This design comes from an exercise in tuning for small area on the open sky130 flow, not from production work.
In this exercise RTL edits were held to simulation tests only and were not proved equivalent to the original.

==> flow/design.v (excerpt) <==
module arm_state_snapshot
#(
   parameter  int DATA_WIDTH    = 32,
   parameter  int NUM_REGS      = 16,
   parameter  int DATA_CAPACITY = 16,
   localparam int TOTAL         = arm_debug_pkg::snap_total(NUM_REGS, DATA_CAPACITY),
   localparam int IDX_W         = arm_debug_pkg::snap_idx_w(TOTAL)
) (
   input  logic                              clk,
   input  logic                              reset,
   input  logic [DATA_WIDTH*NUM_REGS-1:0]      i_Register_Bus,
   input  logic [DATA_WIDTH*DATA_CAPACITY-1:0] i_Data_Bus,
   input  logic [DATA_WIDTH-1:0]              i_PC,
   input  logic                              i_Trigger,
   input  logic                              i_Match_Enable,
   input  logic [DATA_WIDTH-1:0]              i_Match_PC,
   input  logic                              i_Ready,
   output logic                              o_Valid,
   output logic [DATA_WIDTH-1:0]              o_Word,
   output logic [IDX_W-1:0]                   o_Index,
   output logic [1:0]                         o_Section,
   output logic                              o_Last,
   output logic                              o_Busy,
   output logic                              o_Overrun,
   output logic [15:0]                        o_Snapshot_Count
);
For scale: about 2200 cells after synthesis, about 1100 flip-flops, about 40000 sq um of cells after synthesis.
==> flow/config.mk <==
export PLATFORM = sky130hd
export DESIGN_NAME = arm_state_snapshot
export DESIGN_NICKNAME = arm_state_snapshot
export VERILOG_FILES = /design/flow/design.v
export SDC_FILE = /design/flow/constraint.sdc
export NUM_CORES = 4
export LEC_CHECK = 0
export CAP_MARGIN = 20
export CORE_MARGIN = 2
export CORE_UTILIZATION = 60
export SLEW_MARGIN = 20
==> flow/constraint.sdc <==
create_clock -name core_clock -period 6.0 [get_ports {clk}]
set_input_delay 1.2000 -clock core_clock [delete_from_list [all_inputs] [get_ports {clk}]]
set_output_delay 1.2000 -clock core_clock [all_outputs]
set_load 0.01 [all_outputs]
standard.sh (not shown) runs the stock make flow with config.mk's settings and CLKGATE_MAP_FILE= SYNTH_SCRIPT=/design/flow/synth_recipe.tcl, a recipe that flattens the netlist after the stock synthesis.
==> flow/flow/run.sh <==
#!/bin/bash
# Standard layout flow, with small port buffers and a leaner clock tree.
export BUFFER_PORTS_ARGS="-buffer_cell sky130_fd_sc_hd__buf_1"
export CTS_ARGS="-sink_clustering_enable -repair_clock_nets -dont_use_dummy_load"
bash standard.sh > standard.log 2>&1
The starting point ended with an error in I/O pin placement (3_2_place_iop).
Next try:
==> flow/run.sh (new file) <==
#!/bin/bash
# synth_recipe.tcl (not shown) runs the flow's synth.tcl, then flattens the netlist and writes it again
# the make line also repeats each setting of config.mk as NAME=value (left out here)
make -C /OpenROAD-flow-scripts/flow DESIGN_CONFIG=/design/flow/config.mk WORK_HOME=/design/flow/orfs CLKGATE_MAP_FILE= SYNTH_SCRIPT=/design/flow/synth_recipe.tcl finish
- CORE_UTILIZATION: 60 -> 30
removed: flow/flow/run.sh
removed: flow/standard.sh
Outcome:
- The new run produced a clean layout
- synthesized area does not change
- synthesized cell count does not change
Next try:
==> flow/flow/run.sh (new file) <==
#!/bin/bash
# Standard layout flow (standard.sh) with three changes:
#  - port buffers use the smallest buffer cell;
#  - clock tree sinks are clustered in larger groups and no dummy loads are added;
#  - IO pins may sit one routing track apart, so the die can be smaller.
export BUFFER_PORTS_ARGS="-buffer_cell sky130_fd_sc_hd__buf_1"
export CTS_ARGS="-sink_clustering_enable -repair_clock_nets -dont_use_dummy_load -sink_clustering_size 24 -sink_clustering_max_diameter 80"
export PLACE_PINS_ARGS="-min_distance 1 -min_distance_in_tracks"
bash standard.sh > standard.log 2>&1
==> flow/standard.sh (new file) <==
#!/bin/bash
# synth_recipe.tcl (not shown) runs the flow's synth.tcl, then flattens the netlist and writes it again
# the make line also repeats each setting of config.mk as NAME=value (left out here)
make -C /OpenROAD-flow-scripts/flow DESIGN_CONFIG=/design/flow/config.mk WORK_HOME=/design/flow/orfs CLKGATE_MAP_FILE= SYNTH_SCRIPT=/design/flow/synth_recipe.tcl "${@:-finish}"
- CORE_UTILIZATION: 30 -> 70
removed: flow/run.sh
Result: The new run aborted during global routing (5_1_grt), error GRT-0116; synthesized cell count stays the same; synthesized area stays the same.
Next try:
==> flow/flow/run.sh (replaced) <==
#!/bin/bash
# Standard layout flow, with small port buffers and a leaner clock tree.
export BUFFER_PORTS_ARGS="-buffer_cell sky130_fd_sc_hd__buf_1"
export CTS_ARGS="-sink_clustering_enable -repair_clock_nets -dont_use_dummy_load"
bash standard.sh > standard.log 2>&1
- CORE_UTILIZATION: 70 -> 30
Result:
- Now the flow passed the timing, DRC and antenna checks
- area after synthesis stays the same
- synthesized cell count is unchanged

## re-timing with driven ports
How much do the figures lean on ideal ports? The routed layouts below were timed once more, with nothing changed but the port constraints.
Step 1 assumes that a clkbuf_16 drives the clock port and a buf_2 every other input.
Step 2 times the ports against the registers' clock, not the clock port: input delays grow and output delays shrink by t, the midpoint of the rising clock arrivals with the driver on.
a / b / c = ideal ports / drivers / drivers and shift; a / b = the first two.
run	t, ns	setup slack, ns	worst hold slack (ns)	clock arrival spread, ns	worst slew at a driven data input, ns
the second run	0.791	0.082 / 0.004 / 0.713	0.484 / 0.484 / 0.484	0.038 / 0.038	0.23
the fourth run	0.758	0.303 / 0.225 / 0.665	0.508 / 0.508 / 0.508	0.101 / 0.101	0.21
After both steps setup and hold are still met in every run listed.
